Source: an optimization exercise on an open RTL-to-GDS flow (aim: small area). Production flows keep margins and buffers that such runs may drop. In this exercise RTL edits were held to simulation tests only and were not proved equivalent to the original. Power is estimated from default activity; no workload was simulated.

==> inputs of run H <==
// dataAcqCore
module dataAcqCore (
  input  logic         Clk,
  input  logic         En,
  input  logic [31:0]  cpuCommand,
  input  logic         statusClear,
  input  logic [127:0] sensorReadings,
  output logic [31:0]  resultForCpu,
  output logic [2:0]   statusBits
);
  logic sB, sX, sY;
  logic stIdle, stRun, stRun1, stLoad;
  assign stIdle = !sB && !sX && !sY;
  assign stRun  = sB && !sX;
  assign stRun1 = sB && sY;
  assign stLoad = !sB && sX;
  logic errSticky, doneLatched;
  assign statusBits = {sB, errSticky, doneLatched};
  logic [2:0] cTyp;
  logic [1:0] cMode;
  logic [3:0] cNcc, cCfg;
  logic [5:0] cNs;
  logic       cEdge, cSilc, cUns, cNccNz;
  assign cTyp   = cpuCommand[29:27];
  assign cMode  = cpuCommand[31:30];
  assign cNcc   = cpuCommand[23:20];
  assign cNs    = cpuCommand[23:18];
  assign cCfg   = cpuCommand[3:0];
  assign cEdge  = (cTyp == 3'd1) || (cTyp == 3'd4);
  assign cSilc  = (cTyp == 3'd5);
  assign cUns   = (cTyp == 3'd0) || (cTyp == 3'd3);
  assign cNccNz = |cNcc;
  logic [6:0]  r1T1, r1T4, r2T1, r2T4;
  logic [11:0] r1T2, r1T5, r1T6, r1T7, r2T2, r2T5, r2T6, r2T7;
  logic [7:0]  v1, v2;   
  logic [2:0]  typ;
  logic [1:0]  mode;
  logic        k1, k2;     
  logic [1:0]  sErr;       
  logic [11:0] lim;        
  logic [12:0] acc;        
  logic [5:0]  slp;        
  logic [11:0] prev;       
  logic isEdge, isSilc, isAna;
  assign isEdge = (typ == 3'd1) || (typ == 3'd4);
  assign isSilc = (typ == 3'd5);
  assign isAna  = (typ == 3'd2) || (typ == 3'd6) || (typ == 3'd7);
  logic [11:0] smp;
  always_comb begin
    case (typ)
      3'd1:    smp = {11'd0, sensorReadings[16]};
  ...
Settings: LEC_CHECK=0, ABC_AREA=1, CAP_MARGIN=20, CORE_MARGIN=2, CORE_UTILIZATION=65, CTS_BUF_LIST=sky130_fd_sc_hd__clkbuf_2 sky130_fd_sc_hd__clkbuf_4, CTS_CLUSTER_SIZE=12, SLEW_MARGIN=20; clock period 10.0 ns.
run.sh (not shown) runs the stock make flow with config.mk's settings and CLKGATE_MAP_FILE= SYNTH_SCRIPT=/design/flow/synth_recipe.tcl, a recipe that flattens the netlist after the stock synthesis.
==> run B (differences from run H) <==
--- a/flow/design.v
+++ b/flow/design.v
@@ -28,19 +28,25 @@
   assign cMode  = cpuCommand[31:30];
   assign cNcc   = cpuCommand[23:20];
   assign cNs    = cpuCommand[23:18];
   assign cCfg   = cpuCommand[3:0];
   assign cEdge  = (cTyp == 3'd1) || (cTyp == 3'd4);
   assign cSilc  = (cTyp == 3'd5);
   assign cUns   = (cTyp == 3'd0) || (cTyp == 3'd3);
   assign cNccNz = |cNcc;
-  logic [6:0]  r1T1, r1T4, r2T1, r2T4;
-  logic [11:0] r1T2, r1T5, r1T6, r1T7, r2T2, r2T5, r2T6, r2T7;
+  logic [11:0] ringA [8];
+  logic [6:0]  ringB [4];
+  logic [2:0]  ph;
   logic [7:0]  v1, v2;   
+  logic [2:0]  pendT;    
+  logic        pend1, pend2;
+  logic [12:0] rVal;
+  logic [2:0]  rErr;
+  logic [1:0]  rTag;
   logic [2:0]  typ;
   logic [1:0]  mode;
   logic        k1, k2;     
   logic [1:0]  sErr;       
   logic [11:0] lim;        
   logic [12:0] acc;        
   logic [5:0]  slp;        
   logic [11:0] prev;       
@@ -54,32 +60,46 @@
       3'd1:    smp = {11'd0, sensorReadings[16]};
       3'd4:    smp = {11'd0, sensorReadings[64]};
       3'd2:    smp = sensorReadings[32 +: 12];
       3'd5:    smp = sensorReadings[80 +: 12];
       3'd6:    smp = sensorReadings[96 +: 12];
       default: smp = sensorReadings[112 +: 12];
     endcase
   end
+  logic [2:0]  cPosA;
+  logic [1:0]  cPosB;
+  logic        cByp;
   logic [11:0] cRef;
-  always_comb begin
-    case ({cMode[1], cTyp})
-      4'b0001: cRef = {5'd0, r1T1};
-      4'b0100: cRef = {5'd0, r1T4};
-      4'b0010: cRef = r1T2;
-      4'b0101: cRef = r1T5;
-      4'b0110: cRef = r1T6;
-      4'b0111: cRef = r1T7;
-      4'b1001: cRef = {5'd0, r2T1};
-      4'b1100: cRef = {5'd0, r2T4};
-      4'b1010: cRef = r2T2;
-      4'b1101: cRef = r2T5;
-      4'b1110: cRef = r2T6;
-      default: cRef = r2T7;
-    endcase
+  assign cPosA = {cMode[1], cTyp[1] ^ cTyp[2], cTyp[0]} + ph;
+  assign cPosB = {cMode[1], cTyp[2]} + ph[1:0];
+  assign cByp  = (cMode[1] ? pend2 : pend1) && (cTyp == pendT);
+  assign cRef  = cByp ? rVal[11:0] : cEdge ? {5'd0, ringB[cPosB]} : ringA[cPosA];
+  logic [2:0]  phN;
+  assign phN = ph + 3'd1;
+  logic        pendA, pendB, hitA;
+  logic [2:0]  pPosA;
+  logic [1:0]  pPosB1, pPosB2;
+  logic        wA0, wA4, wB0;
+  assign pendA  = (pendT == 3'd2) || (pendT == 3'd5) || (pendT == 3'd6) || (pendT == 3'd7);
+  assign pendB  = (pendT == 3'd1) || (pendT == 3'd4);
+  assign pPosA  = {1'b0, pendT[1] ^ pendT[2], pendT[0]} + phN;
+  assign hitA   = pendA && (pPosA[1:0] == 2'd0);
+  assign wA0    = hitA && (pPosA[2] ? pend2 : pend1);
+  assign wA4    = hitA && (pPosA[2] ? pend1 : pend2);
+  assign pPosB1 = {1'b0, pendT[2]} + phN[1:0];
+  assign pPosB2 = {1'b1, pendT[2]} + phN[1:0];
+  assign wB0    = pendB && ((pend1 && pPosB1 == 2'd0) || (pend2 && pPosB2 == 2'd0));
+  always_ff @(posedge Clk) begin
+    for (int i = 0; i < 8; i++)
+      if (i != 0 && i != 4) ringA[i] <= ringA[i-1];
+    ringA[0] <= wA0 ? rVal[11:0] : ringA[7];
+    ringA[4] <= wA4 ? rVal[11:0] : ringA[3];
+    for (int i = 1; i < 4; i++) ringB[i] <= ringB[i-1];
+    ringB[0] <= wB0 ? rVal[6:0] : ringB[3];
   end
   logic cV1, cV2;
   assign cV1 = v1[cTyp];
   assign cV2 = v2[cTyp];
   logic rise, fall, evt, reached, limHit, dc;
   assign rise    = !prev[0] && smp[0];
   assign fall    = smp < prev;
   assign evt     = !stRun1 && fall;
@@ -103,18 +123,18 @@
       sErr <= cUns ? 2'b11 : ((cEdge && !cNccNz) || (cSilc && cNs == 6'd0)) ? 2'b01 : 2'b00;
       lim  <= cSilc ? cpuCommand[15:4] :
               (cEdge && cNccNz) ? {4'd0, cNcc - 4'd1, 4'hF} : 12'd0;
       acc  <= (cMode == 2'b00) ? 13'h1FFF : ~{1'b0, cRef};
       slp  <= ~cNs;
     end else begin
       lim <= lim - 12'd1;
       acc <= acc + accAdd + {12'd0, accInc};
+      slp <= slpNext;
       if (stRun) begin
-        slp <= slpNext;
         if (isSilc && limHit && !reached) sErr <= 2'b10;
       end
     end
   end
   logic        sensOk, wr1, wr2, okOut;
   logic [2:0]  outErr;
   logic [1:0]  outTag;
   assign sensOk = (sErr == 2'b00);
@@ -146,50 +166,35 @@
           okOut  = k1;
           outTag = k1 ? 2'b10 : 2'b11;
           outErr = k1 ? 3'b001 : 3'b011;
         end
         default: outErr = 3'b111;
       endcase
     end
   end
-  logic ld1, ld2;
-  assign ld1 = stLoad && wr1;
-  assign ld2 = stLoad && wr2;
-  always_ff @(posedge Clk) begin
-    if (ld1 && typ == 3'd1) r1T1 <= acc[6:0];
-    if (ld1 && typ == 3'd4) r1T4 <= acc[6:0];
-    if (ld1 && typ == 3'd2) r1T2 <= acc[11:0];
-    if (ld1 && typ == 3'd5) r1T5 <= acc[11:0];
-    if (ld1 && typ == 3'd6) r1T6 <= acc[11:0];
-    if (ld1 && typ == 3'd7) r1T7 <= acc[11:0];
-    if (ld2 && typ == 3'd1) r2T1 <= acc[6:0];
-    if (ld2 && typ == 3'd4) r2T4 <= acc[6:0];
-    if (ld2 && typ == 3'd2) r2T2 <= acc[11:0];
-    if (ld2 && typ == 3'd5) r2T5 <= acc[11:0];
-    if (ld2 && typ == 3'd6) r2T6 <= acc[11:0];
-    if (ld2 && typ == 3'd7) r2T7 <= acc[11:0];
-  end
-  logic [12:0] rVal;
-  logic [2:0]  rErr;
-  logic [1:0]  rTag;
   assign resultForCpu = {{4{rVal[12]}}, rVal[11:0], rErr, rTag[1] & rTag[0], rTag, 10'd0};
   always_ff @(posedge Clk or negedge En) begin
     if (!En) begin
       sB          <= 1'b0;
       sX          <= 1'b0;
       sY          <= 1'b0;
       errSticky   <= 1'b0;
       doneLatched <= 1'b0;
       v1          <= '0;
       v2          <= '0;
       rVal        <= '0;
       rErr        <= '0;
       rTag        <= '0;
+      ph          <= '0;
+      pend1       <= 1'b0;
+      pend2       <= 1'b0;
+      pendT       <= '0;
     end else begin
+      ph <= ph + 3'd1;
       sB <= (stIdle && (cpuCommand != 32'd0)) || stRun;
       sX <= sB && (sX || dc);
       sY <= (stIdle && (cpuCommand != 32'd0)) || (!sB && (sX || sY) && !statusClear);
       if (statusClear) begin
         errSticky   <= 1'b0;
         doneLatched <= 1'b0;
       end else if (stLoad) begin
         doneLatched <= 1'b1;
@@ -197,15 +202,18 @@
       end
       if (stLoad) begin
         for (int i = 0; i < 8; i++) begin
           if (i != 0 && i != 3 && typ == 3'(i)) begin
             if (wr1) v1[i] <= 1'b1;
             if (wr2) v2[i] <= 1'b1;
           end
         end
+        pend1 <= wr1;
+        pend2 <= wr2;
+        pendT <= typ;
         rVal <= okOut ? acc : 13'd0;
         rErr <= outErr;
         rTag <= outTag;
       end
     end
   end
 endmodule
==> flow/flow/run.sh (new file) <==
#!/bin/bash
# Standard ORFS flow with two changes:
#  - synthesis maps logic with an area-oriented ABC script (flow/abc_area.script);
#    registers are untouched (same dfflibmap step as the standard synthesis)
#  - adders are left to ABC too (no ADDER_MAP_FILE half/full adder cells)
#  - every input and output port still gets a buffer, but a buf_1 one
set -euo pipefail
rm -rf myscripts
cp -r "$FLOW_HOME/scripts" myscripts
cp flow/abc_area.script myscripts/abc_area.script
export SCRIPTS_DIR="$PWD/myscripts"
export BUFFER_PORTS_ARGS="-buffer_cell sky130_fd_sc_hd__buf_1"
bash standard.sh SCRIPTS_DIR="$PWD/myscripts" ADDER_MAP_FILE= finish > standard.log 2>&1
==> flow/flow/abc_area.script (new file) <==
strash
&get -n
&st
&dc2
&dch -f
&nf -a -R 1000
&put
topo
==> flow/standard.sh (new file) <==
#!/bin/bash
# synth_recipe.tcl (not shown) runs the flow's synth.tcl, then flattens the netlist and writes it again
# the make line also repeats each setting of config.mk as NAME=value (left out here)
make -C /OpenROAD-flow-scripts/flow DESIGN_CONFIG=/design/flow/config.mk WORK_HOME=/design/flow/orfs CLKGATE_MAP_FILE= SYNTH_SCRIPT=/design/flow/synth_recipe.tcl "${@:-finish}"
- CORE_UTILIZATION: 65 -> 75
- CTS_BUF_LIST: sky130_fd_sc_hd__clkbuf_2 sky130_fd_sc_hd__clkbuf_4 -> sky130_fd_sc_hd__clkbuf_8
- CTS_CLUSTER_DIAMETER: unset -> 40
- CTS_CLUSTER_SIZE: 12 -> 20
removed: flow/run.sh
==> run A (differences from run H) <==
==> flow/flow/run.sh (new file) <==
#!/bin/bash
# Standard ORFS flow with two changes:
#  - synthesis maps logic with an area-oriented ABC script (flow/abc_area.script);
#    registers are untouched (same dfflibmap step as the standard synthesis)
#  - every input and output port still gets a buffer, but a buf_1 one
set -euo pipefail
rm -rf myscripts
cp -r "$FLOW_HOME/scripts" myscripts
cp flow/abc_area.script myscripts/abc_area.script
export SCRIPTS_DIR="$PWD/myscripts"
export BUFFER_PORTS_ARGS="-buffer_cell sky130_fd_sc_hd__buf_1"
bash standard.sh SCRIPTS_DIR="$PWD/myscripts" finish > standard.log 2>&1
==> flow/flow/abc_area.script (new file) <==
strash
&get -n
&st
&dc2
&dch -f
&nf -a -R 1000
&put
topo
==> flow/standard.sh (new file) <==
#!/bin/bash
# synth_recipe.tcl (not shown) runs the flow's synth.tcl, then flattens the netlist and writes it again
# the make line also repeats each setting of config.mk as NAME=value (left out here)
make -C /OpenROAD-flow-scripts/flow DESIGN_CONFIG=/design/flow/config.mk WORK_HOME=/design/flow/orfs CLKGATE_MAP_FILE= SYNTH_SCRIPT=/design/flow/synth_recipe.tcl "${@:-finish}"
- CTS_BUF_LIST: sky130_fd_sc_hd__clkbuf_2 sky130_fd_sc_hd__clkbuf_4 -> sky130_fd_sc_hd__clkbuf_8
- CTS_CLUSTER_DIAMETER: unset -> 50
- CTS_CLUSTER_SIZE: 12 -> 16
removed: flow/run.sh
==> run notes <==
metric                                                                       run H             run B             run A
Worst r2r src                                                     typ[1]$_DFFE_PP_  typ[0]$_DFFE_PP_  typ[1]$_DFFE_PP_
Non-filler cells in the finished layout                                       1379              1173              1094
HPWL after detailed placement                                              16.1 mm           15.8 mm           15.5 mm
Result of the run                                 no timing/DRC/antenna violations  no timing/DRC/antenna violations  no timing/DRC/antenna violations
Total buffers and inverters traversed by the critical path                       3                 1                 1
Internal Power                                                             1.85 mW           1.60 mW           1.58 mW
Sinks on Clock Net                                                             211               219               211
Layout Cell Area excl Fill                                            0.0118 sq mm     0.00991 sq mm      0.0103 sq mm
Floorplan die area                                                    0.0163 sq mm      0.0124 sq mm      0.0152 sq mm
First-pass iteration count of the detailed router                                5                 8                 6
Fraction of layout cells with a size suffix above 1                          0.112            0.0612            0.0514
Met3 Track Usage GR                                                         0.0563            0.0670            0.0544
Number of synthesis warnings                                                     1                 3                 1
Number of DRC markers after the initial detailed-route iteration               593               926               718
Sum of routed wire length over all layers                                  22.9 mm           23.7 mm           22.1 mm
Clock network area share                                                    0.0565            0.0669            0.0362

-- afterwards: timing with drivers on the ports --
No port has a modelled driver above. Below, the same layouts with a new extraction and two added sets of constraints.
Step 1, drivers: a clkbuf_16 drives Clk and a buf_2 each remaining input, both assumed.
Step 2 adds t to the input delays and takes it off the output delays; t is the mean of the earliest and latest rising clock arrival at the registers after step 1. Input paths then give back, and output paths get back, about the clock's delay inside the block.
Three values: ideal, step 1, step 2; two values: the first two.
run	t, ns	setup WS [ns]	hold slack, ns	worst data-port slew with drivers (ns)
run H	0.668	5.280 / 5.293 / 4.625	0.460 / 0.460 / 0.460	0.04
run B	0.601	4.586 / 4.592 / 3.990	0.348 / 0.348 / 0.348	0.06
run A	0.534	4.794 / 4.806 / 4.271	0.489 / 0.489 / 0.489	0.04
After both steps every run listed still meets setup and hold. The setup slack of run H, which loses most, moves by +0.013 ns with the drivers and by -0.655 ns with both steps.
